Source: an optimization exercise on an open RTL-to-GDS flow (aim: small area, a short achievable clock period and few clock cycles per item). Production flows keep margins and buffers that such runs may drop.
Where RTL was checked, it was by simulation tests only, not by an equivalence proof against the original.
Power is estimated from default activity; no workload was simulated.

run 1:
// pipeline_cpu
module pipeline_cpu (
    input  wire         clock,
    input  wire         arst_n,
    output logic [31:0] address_imem,
    input  wire  [31:0] q_imem,
    output logic [31:0] address_dmem,
    output logic [31:0] data,
    output logic        wren,
    input  wire  [31:0] q_dmem,
    output logic        ctrl_write_enable,
    output logic [4:0]  ctrl_write_reg,
    output logic [4:0]  ctrl_read_reg_a,
    output logic [4:0]  ctrl_read_reg_b,
    output logic [31:0] data_write_reg,
    input  wire  [31:0] data_read_reg_a,
    input  wire  [31:0] data_read_reg_b
);
==> flow/config.mk <==
export PLATFORM = sky130hd
export DESIGN_NAME = pipeline_cpu
export DESIGN_NICKNAME = pipeline_cpu
export VERILOG_FILES = /design/flow/design.v
export SDC_FILE = /design/flow/constraint.sdc
export NUM_CORES = 4
export LEC_CHECK = 0
export CAP_MARGIN = 20
export CORE_MARGIN = 2
export CORE_UTILIZATION = 40
export PLACE_DENSITY = 0.6
export SETUP_SLACK_MARGIN = 5
export SLEW_MARGIN = 20
export TNS_END_PERCENT = 5
==> flow/constraint.sdc <==
create_clock -name core_clock -period 8.5 [get_ports {clock}]
set_input_delay 1.7000 -clock core_clock [delete_from_list [all_inputs] [get_ports {clock}]]
set_output_delay 1.7000 -clock core_clock [all_outputs]
set_load 0.01 [all_outputs]
standard.sh (not shown) runs the stock make flow with config.mk's settings and CLKGATE_MAP_FILE= SYNTH_SCRIPT=/design/flow/synth_recipe.tcl, a recipe that flattens the netlist after the stock synthesis.
==> flow/flow/run.sh <==
#!/bin/bash
# Own layout flow: the standard flow (standard.sh, unchanged synthesis,
# floorplan, power grid, placement, CTS and routing), with one change: the
# buffers that global placement puts on every input and output port are
# sky130_fd_sc_hd__buf_1 cells instead of the default delay-buffer cell.
# The timing repair steps still resize them where timing needs it.
set -euo pipefail
export BUFFER_PORTS_ARGS="-buffer_cell sky130_fd_sc_hd__buf_1"
bash standard.sh > standard.log 2>&1
The inputs of run 2 differ from those of run 1 as listed below.
- TNS_END_PERCENT no longer set, was 5
- SETUP_SLACK_MARGIN now 3.5, was 5
==> summary.txt <==
Share of total power in combinational logic sits lower in run 2 than in run 1. For non-filler instance count after layout, run 1 and run 2 come out practically identical. Of the two candidates, run 1 has the worse final area and run 2 the better one. Between run 1 and run 2, worst hold slack decreased. Run 1 → run 2: footprint of the multi-input gates stayed essentially flat; via count now sits lower. Between run 1 and run 2, the post-layout net count does not differ in any meaningful way. Run 2 has less setup slack than run 1. Sort run 2 and run 1 by portion of the clock cycle consumed by the worst path in the final layout, descending, and run 2 comes first.
diff inputs: run 2 => run 3
- TNS_END_PERCENT now 5, previously not set
- SETUP_SLACK_MARGIN now 4, was 3.5
==> comparison <==
Going from run 2 to run 3, the clock-cell share of area was found to have gone down by 0.26 points. Compared with run 2, run 3 shows a higher number of buffers added for setup after CTS. [run 3 vs run 2] fmax: higher in run 3. From run 2 to run 3 the numbers moved as follows: non-clock buffer count went up 8, multi-input gate count held, register-to-register slack went up 0.08 ns, post-route cell area went up 0.84%, time the worst path needs with I/O delays and setup went down 0.048 ns. The clock network power share in run 3 sits 1.0 points below the value recorded for run 2. Run 3 ends up with a overall global routing resource usage that is 1.4 points lower than in run 2. [run 3] multi-input gate share of total cell area fell 0.45 points relative to run 2.
Inputs modified between run 3 and run 4:
- a change of SETUP_SLACK_MARGIN from 4 to 3.5
- a deleted TNS_END_PERCENT that had been 5
- an added ABC_AREA of 1
Notes after the runs:
Changes observed in run 4 relative to run 3: area of the core now larger, maximum single-stage delay on the critical path closely matched the old numbers, wire length went up about 33%, worst slew slack as a fraction of its limit dropped 11 points.
The end point of the critical path comes out u_mem_wb_stage.m_o[17]$_DFF_P_ in one run and pc[28]$_DFF_PN0_ in the other, namely in run 4 and run 3 respectively.
No functional check of the RTL was part of any run of this note.

* * *

Another version of the RTL of pipeline_cpu (not shown whole).
For scale: roughly 1400 cells after synthesis, roughly 110 flip-flops, ~0.012 mm^2 of cells after synthesis.
==> flow/config.mk <==
export PLATFORM = sky130hd
export DESIGN_NAME = pipeline_cpu
export DESIGN_NICKNAME = pipeline_cpu
export VERILOG_FILES = /design/flow/design.v
export SDC_FILE = /design/flow/constraint.sdc
export NUM_CORES = 4
export LEC_CHECK = 0
export CAP_MARGIN = 20
export CORE_MARGIN = 2
export CORE_UTILIZATION = 40
export GPL_ROUTABILITY_DRIVEN = 0
export PLACE_DENSITY = 0.6
export SETUP_SLACK_MARGIN = 4
export SLEW_MARGIN = 20
export TNS_END_PERCENT = 5
==> flow/constraint.sdc <==
create_clock -name core_clock -period 8.5 [get_ports {clock}]
set_input_delay 1.7000 -clock core_clock [delete_from_list [all_inputs] [get_ports {clock}]]
set_output_delay 1.7000 -clock core_clock [all_outputs]
set_load 0.01 [all_outputs]
Scripts as last shown in full above: flow/flow/run.sh
The baseline went through all stages and came out clean.
Edit:
--- a/flow/config.mk
+++ b/flow/config.mk
@@ -9,7 +9,5 @@
 export CORE_MARGIN = 2
 export CORE_UTILIZATION = 40
-export GPL_ROUTABILITY_DRIVEN = 0
 export PLACE_DENSITY = 0.6
-export SETUP_SLACK_MARGIN = 4
+export SETUP_SLACK_MARGIN = 3.5
 export SLEW_MARGIN = 20
-export TNS_END_PERCENT = 5
The changed run went through all stages and came out clean.
Cell area falls by a few percent.
Final cell count went down slightly.
Area after synthesis stays the same.
Global-route usage increases by 0.71 points.
Power went down slightly.
No run of this note included a check of the RTL's function; only the layout flow was run.

* * *

Setup of main:
The RTL this note starts from:
==> flow/design.v <==
`default_nettype none
package cpu_pkg;
    localparam logic [4:0] OPC_ALU  = 5'd0;
    localparam logic [4:0] OPC_J    = 5'd1;
    localparam logic [4:0] OPC_BNE  = 5'd2;
    localparam logic [4:0] OPC_JAL  = 5'd3;
    localparam logic [4:0] OPC_JR   = 5'd4;
    localparam logic [4:0] OPC_ADDI = 5'd5;
    localparam logic [4:0] OPC_BLT  = 5'd6;
    localparam logic [4:0] OPC_SW   = 5'd7;
    localparam logic [4:0] OPC_LW   = 5'd8;
endpackage
`default_nettype wire
`default_nettype none
module adder (
    input  wire [31:0]  x,
    input  wire [31:0]  y,
    input  wire         cin,
    output logic [31:0] sum
);
    logic [31:0] g, p, gn, pn;
    logic [31:0] carry;
    always_comb begin
        g = x & y;
        p = x ^ y;
        g[0] = g[0] | (p[0] & cin);
        for (int l = 0; l < 5; l++) begin
            gn = g;
            pn = p;
            for (int i = 0; i < 32; i++) begin
                if (((i >> l) & 1) == 1) begin
                    gn[i] = g[i] | (p[i] & g[((i >> l) << l) - 1]);
                    pn[i] = p[i] & p[((i >> l) << l) - 1];
                end
            end
            g = gn;
            p = pn;
        end
        carry = {g[30:0], cin};
    end
    assign sum = x ^ y ^ carry;
endmodule
module alu (
    input  wire [31:0]  a,
    input  wire         right,    
    input  wire [4:0]   shamt,
    output logic [31:0] sh_right,
    output logic [31:0] sh_left
);
    logic [31:0] sh_in;
    logic        fill;
    assign fill = right & a[31];
    always_comb begin
        for (int i = 0; i < 32; i++) begin
            sh_in[i]   = right ? a[i] : a[31-i];
            sh_left[i] = sh_right[31-i];
        end
    end
    assign sh_right = 32'($signed({fill, sh_in}) >>> shamt);
endmodule
`default_nettype wire
`default_nettype none
module execute_stage (
    input  wire [31:0] pc,
    input  wire [31:0] ir,
    input  wire [31:0] rs_val,
    input  wire [31:0] rb_val,    
    output logic [31:0] npc,
    output logic        we,
    output logic [4:0]  wreg,
    output logic        is_lw,
    output logic        is_sw,
    output logic [31:0] o
);
    logic [4:0]  opc;
    logic [4:0]  fn;
    logic [31:0] imm;
    logic [31:0] pc1;
    logic [31:0] x, y, sum;
    logic [31:0] sh_right, sh_left;
    logic [31:0] other;
    logic        use_reg, use_pc, use_tgt, fn_sub, cin;
    logic        en_sum, en_and, en_or, en_sll, en_sra, en_jal;
    logic        is_j, is_jr, is_bne, is_blt, taken;
    logic        eq, lt;
    assign opc = ir[31:27];
    assign fn  = ir[6:2];
    assign imm = {{15{ir[16]}}, ir[16:0]};
    assign pc1 = pc + 32'd1;
    assign use_reg = !(opc[3] | opc[1] | opc[0]);
    assign use_pc  = opc[1] & !opc[0];
    assign use_tgt = opc[0] & !opc[2];
    assign fn_sub  = fn[0] & !opc[2];
    assign x   = use_pc ? pc : rs_val;
    assign y   = use_reg ? (rb_val ^ {32{fn_sub}}) :
                 use_tgt ? {5'd0, ir[26:0]} : imm;
    assign cin = use_reg ? fn_sub : use_pc;
    adder u_adder (.x(x), .y(y), .cin(cin), .sum(sum));
    alu u_alu (
        .a        (rs_val),
        .right    (fn[0]),
        .shamt    (ir[11:7]),
        .sh_right (sh_right),
        .sh_left  (sh_left)
    );
    assign en_jal = opc[1] & opc[0] & !opc[2];
    assign en_sum = !en_jal & (!use_reg | (fn[4:1] == 4'd0));
    assign en_and = use_reg & (fn == 5'd2);
    assign en_or  = use_reg & (fn == 5'd3);
    assign en_sll = use_reg & (fn == 5'd4);
    assign en_sra = use_reg & (fn == 5'd5);
    assign other = ({32{en_and}} & (rs_val & rb_val))
                 | ({32{en_or}}  & (rs_val | rb_val))
                 | ({32{en_sll}} & sh_left)
                 | ({32{en_sra}} & sh_right)
                 | ({32{en_jal}} & pc1);
    assign o = en_sum ? sum : other;
    assign is_j   = (opc[4:2] == 3'd0) & opc[0];     
    assign is_jr  = (opc == cpu_pkg::OPC_JR);
    assign is_bne = (opc == cpu_pkg::OPC_BNE);
    assign is_blt = (opc == cpu_pkg::OPC_BLT);
    assign eq    = (rb_val == rs_val);
    assign lt    = $signed(rb_val) < $signed(rs_val);
    assign taken = (is_bne & !eq) | (is_blt & lt) | is_j | is_jr;
    assign npc   = taken ? sum : pc1;
    assign we    = (opc == cpu_pkg::OPC_ALU) || (opc == cpu_pkg::OPC_ADDI) || (opc == cpu_pkg::OPC_LW) || (opc == cpu_pkg::OPC_JAL);
    assign wreg  = en_jal ? 5'd31 : ir[26:22];
    assign is_lw = (opc == cpu_pkg::OPC_LW);
    assign is_sw = (opc == cpu_pkg::OPC_SW);
endmodule
`default_nettype wire
`default_nettype none
module mem_wb_stage (
    input  wire         clock,
    input  wire         arst_n,
    input  wire         we_in,
    input  wire [4:0]   wreg_in,
    input  wire         lw_in,
    input  wire         sw_in,
    input  wire [31:0]  o_in,
    input  wire [31:0]  b_in,
    input  wire [31:0]  q_dmem,
    output logic [31:0] address_dmem,
    output logic [31:0] data,
    output logic        wren,
    output logic        ctrl_write_enable,
    output logic [4:0]  ctrl_write_reg,
    output logic [31:0] data_write_reg
);
    logic        m_we, m_lw, m_sw;
    logic [4:0]  m_reg;
    logic [31:0] m_o, m_b;
    always_ff @(posedge clock or negedge arst_n) begin
        if (!arst_n) begin
            m_we <= 1'b0;
            m_lw <= 1'b0;
            m_sw <= 1'b0;
        end else begin
            m_we <= we_in;
            m_lw <= lw_in;
            m_sw <= sw_in;
        end
    end
    always_ff @(posedge clock) begin
        m_reg <= wreg_in;
        m_o   <= o_in;
        m_b   <= b_in;
    end
    assign address_dmem      = m_o;
    assign data              = m_b;
    assign wren              = m_sw;
    assign ctrl_write_enable = m_we;
    assign ctrl_write_reg    = m_reg;
    assign data_write_reg    = m_lw ? q_dmem : m_o;
endmodule
`default_nettype wire
`default_nettype none
`timescale 1ns/1ps
module pipeline_cpu (
    input  wire         clock,
    input  wire         arst_n,
    output logic [31:0] address_imem,
    input  wire  [31:0] q_imem,
    output logic [31:0] address_dmem,
    output logic [31:0] data,
    output logic        wren,
    input  wire  [31:0] q_dmem,
    output logic        ctrl_write_enable,
    output logic [4:0]  ctrl_write_reg,
    output logic [4:0]  ctrl_read_reg_a,
    output logic [4:0]  ctrl_read_reg_b,
    output logic [31:0] data_write_reg,
    input  wire  [31:0] data_read_reg_a,
    input  wire  [31:0] data_read_reg_b
);
    logic [31:0] pc;
    logic [31:0] npc;
    logic        we, is_lw, is_sw;
    logic [4:0]  wreg;
    logic [31:0] o;
    always_ff @(posedge clock or negedge arst_n) begin
        if (!arst_n) pc <= '0;
        else         pc <= npc;
    end
    assign address_imem    = pc;
    assign ctrl_read_reg_a = ((q_imem[27] & !q_imem[29]) | (q_imem[29] & !q_imem[28] & !q_imem[27]))
                           ? 5'd0 : q_imem[21:17];
    assign ctrl_read_reg_b = (q_imem[29] | q_imem[28]) ? q_imem[26:22] : q_imem[16:12];
    execute_stage u_execute_stage (
        .pc     (pc),
        .ir     (q_imem),
        .rs_val (data_read_reg_a),
        .rb_val (data_read_reg_b),
        .npc    (npc),
        .we     (we),
        .wreg   (wreg),
        .is_lw  (is_lw),
        .is_sw  (is_sw),
        .o      (o)
    );
    mem_wb_stage u_mem_wb_stage (
        .clock             (clock),
        .arst_n            (arst_n),
        .we_in             (we),
        .wreg_in           (wreg),
        .lw_in             (is_lw),
        .sw_in             (is_sw),
        .o_in              (o),
        .b_in              (data_read_reg_b),
        .q_dmem            (q_dmem),
        .address_dmem      (address_dmem),
        .data              (data),
        .wren              (wren),
        .ctrl_write_enable (ctrl_write_enable),
        .ctrl_write_reg    (ctrl_write_reg),
        .data_write_reg    (data_write_reg)
    );
endmodule
`default_nettype wire
==> flow/config.mk <==
export PLATFORM = sky130hd
export DESIGN_NAME = pipeline_cpu
export DESIGN_NICKNAME = pipeline_cpu
export VERILOG_FILES = /design/flow/design.v
export SDC_FILE = /design/flow/constraint.sdc
export NUM_CORES = 4
export LEC_CHECK = 0
export CAP_MARGIN = 20
export CORE_MARGIN = 2
export CORE_UTILIZATION = 40
export PLACE_DENSITY = 0.7
export SETUP_SLACK_MARGIN = 4
export SLEW_MARGIN = 20
export TNS_END_PERCENT = 5
==> flow/constraint.sdc <==
create_clock -name core_clock -period 8.5 [get_ports {clock}]
set_input_delay 1.7000 -clock core_clock [delete_from_list [all_inputs] [get_ports {clock}]]
set_output_delay 1.7000 -clock core_clock [all_outputs]
set_load 0.01 [all_outputs]
Scripts as last shown in full above: flow/flow/run.sh
Testbench counts of main, summed over its fixed seeds: cycles 9,364, instrs 9,364.
Here is what was changed in the inputs of the feature branch compared with main.
Settings: a change of PLACE_DENSITY from 0.7 to 0.6; an added GPL_ROUTABILITY_DRIVEN of 0.
## What came out
Sequential share of power for the feature branch is lower than for main.
From main to the feature branch the numbers moved as follows: largest vdd supply drop moved down; post-placement cell area level.
Routed wire length on met3 was lower in main than in the feature branch.
Of main and the feature branch, the feature branch shows the higher first-iteration DRC count, with main below it.
Taking main as the reference, in the feature branch sequential group power down about 2%, count of filler cells inserted in the layout higher, post-route cell area closely matched the old numbers.
Setup slack at placement ends up higher on the feature branch.
Sort main and the feature branch by routed wire length, descending, and main comes first.
First-pass GRT wire length: the feature branch lower than main

* * *

// pipeline_cpu: RTL as listed in full above, without the edits since
==> flow/config.mk <==
export PLATFORM = sky130hd
export DESIGN_NAME = pipeline_cpu
export DESIGN_NICKNAME = pipeline_cpu
export VERILOG_FILES = /design/flow/design.v
export SDC_FILE = /design/flow/constraint.sdc
export NUM_CORES = 4
export LEC_CHECK = 0
export CAP_MARGIN = 20
export CORE_MARGIN = 2
export CORE_UTILIZATION = 55
export PLACE_DENSITY = 0.7
export SETUP_SLACK_MARGIN = 4
export SLEW_MARGIN = 20
export TNS_END_PERCENT = 5
==> flow/constraint.sdc <==
create_clock -name core_clock -period 8.5 [get_ports {clock}]
set_input_delay 1.7000 -clock core_clock [delete_from_list [all_inputs] [get_ports {clock}]]
set_output_delay 1.7000 -clock core_clock [all_outputs]
set_load 0.01 [all_outputs]
Scripts as last shown in full above: flow/flow/run.sh
The first run produced a clean layout.
Testbench counts at the start, summed over its fixed seeds: cycles 9,364, instrs 9,364.
Edit:
Settings changed: CORE_UTILIZATION 55 to 40, PLACE_DENSITY 0.7 to 0.5.
Result:
- The new run finished with timing, DRC and antenna clean
- hold slack is worse by 24 ps
- cell area went up by 1.1%
- count of clock-buffer cells in the layout is higher by 1
- total power came out lower by 0.89%
- global-route usage goes down by 9.5 points
- worst setup slack is worse by 29 ps
- die area increases by 36%
- clock skew fell by 3.5 ps
- first-iteration DRC count fell by 20%

==> static timing again, ports no longer ideal <==
The flow's constraints put no driver on any port. The routed layouts listed below were extracted and timed again, unchanged, in two steps. Step 1, drivers: a clkbuf_16 drives clock and a buf_2 each remaining input, both assumed. Step 2, shift: input delay + t, output delay - t, t = (earliest + latest rising clock arrival at the registers) / 2. This alone moves slack from input paths to output paths. Slacks: ideal ports / drivers / drivers and shift; pairs: ideal ports / drivers.
run | t, ns | slack for setup (ns) | worst setup path at the end | clock arrival spread, ns
run 1 | 0.432 | 3.663 / 3.667 / 3.235 | input to register | 0.024 / 0.024
run 2 | 0.424 | 3.604 / 3.638 / 3.214 | input to register | 0.019 / 0.020
run 3 | 0.419 | 3.652 / 3.654 / 3.234 | input to register | 0.017 / 0.017
run 4 | 0.445 | 3.589 / 3.624 / 3.179 | input to register | 0.020 / 0.021
the first run of note 2 | 0.417 | 3.884 / 3.853 / 3.527 | input to register | 0.023 / 0.023
the second run of note 2 | 0.416 | 3.595 / 3.566 / 3.191 | input to register | 0.018 / 0.017
main | 0.415 | 3.826 / 3.821 / 3.406 | input to register | 0.025 / 0.025
the feature branch | 0.414 | 3.705 / 3.680 / 3.266 | input to register | 0.022 / 0.023
the first run of note 4 | 0.413 | 3.794 / 3.769 / 3.356 | input to register | 0.019 / 0.019
the second run of note 4 | 0.416 | 3.765 / 3.768 / 3.352 | input to register | 0.012 / 0.012
After both steps every run listed still meets setup and hold. For the feature branch, which loses most, drivers alone change the setup slack by -0.025 ns; drivers and shift together by -0.439 ns.
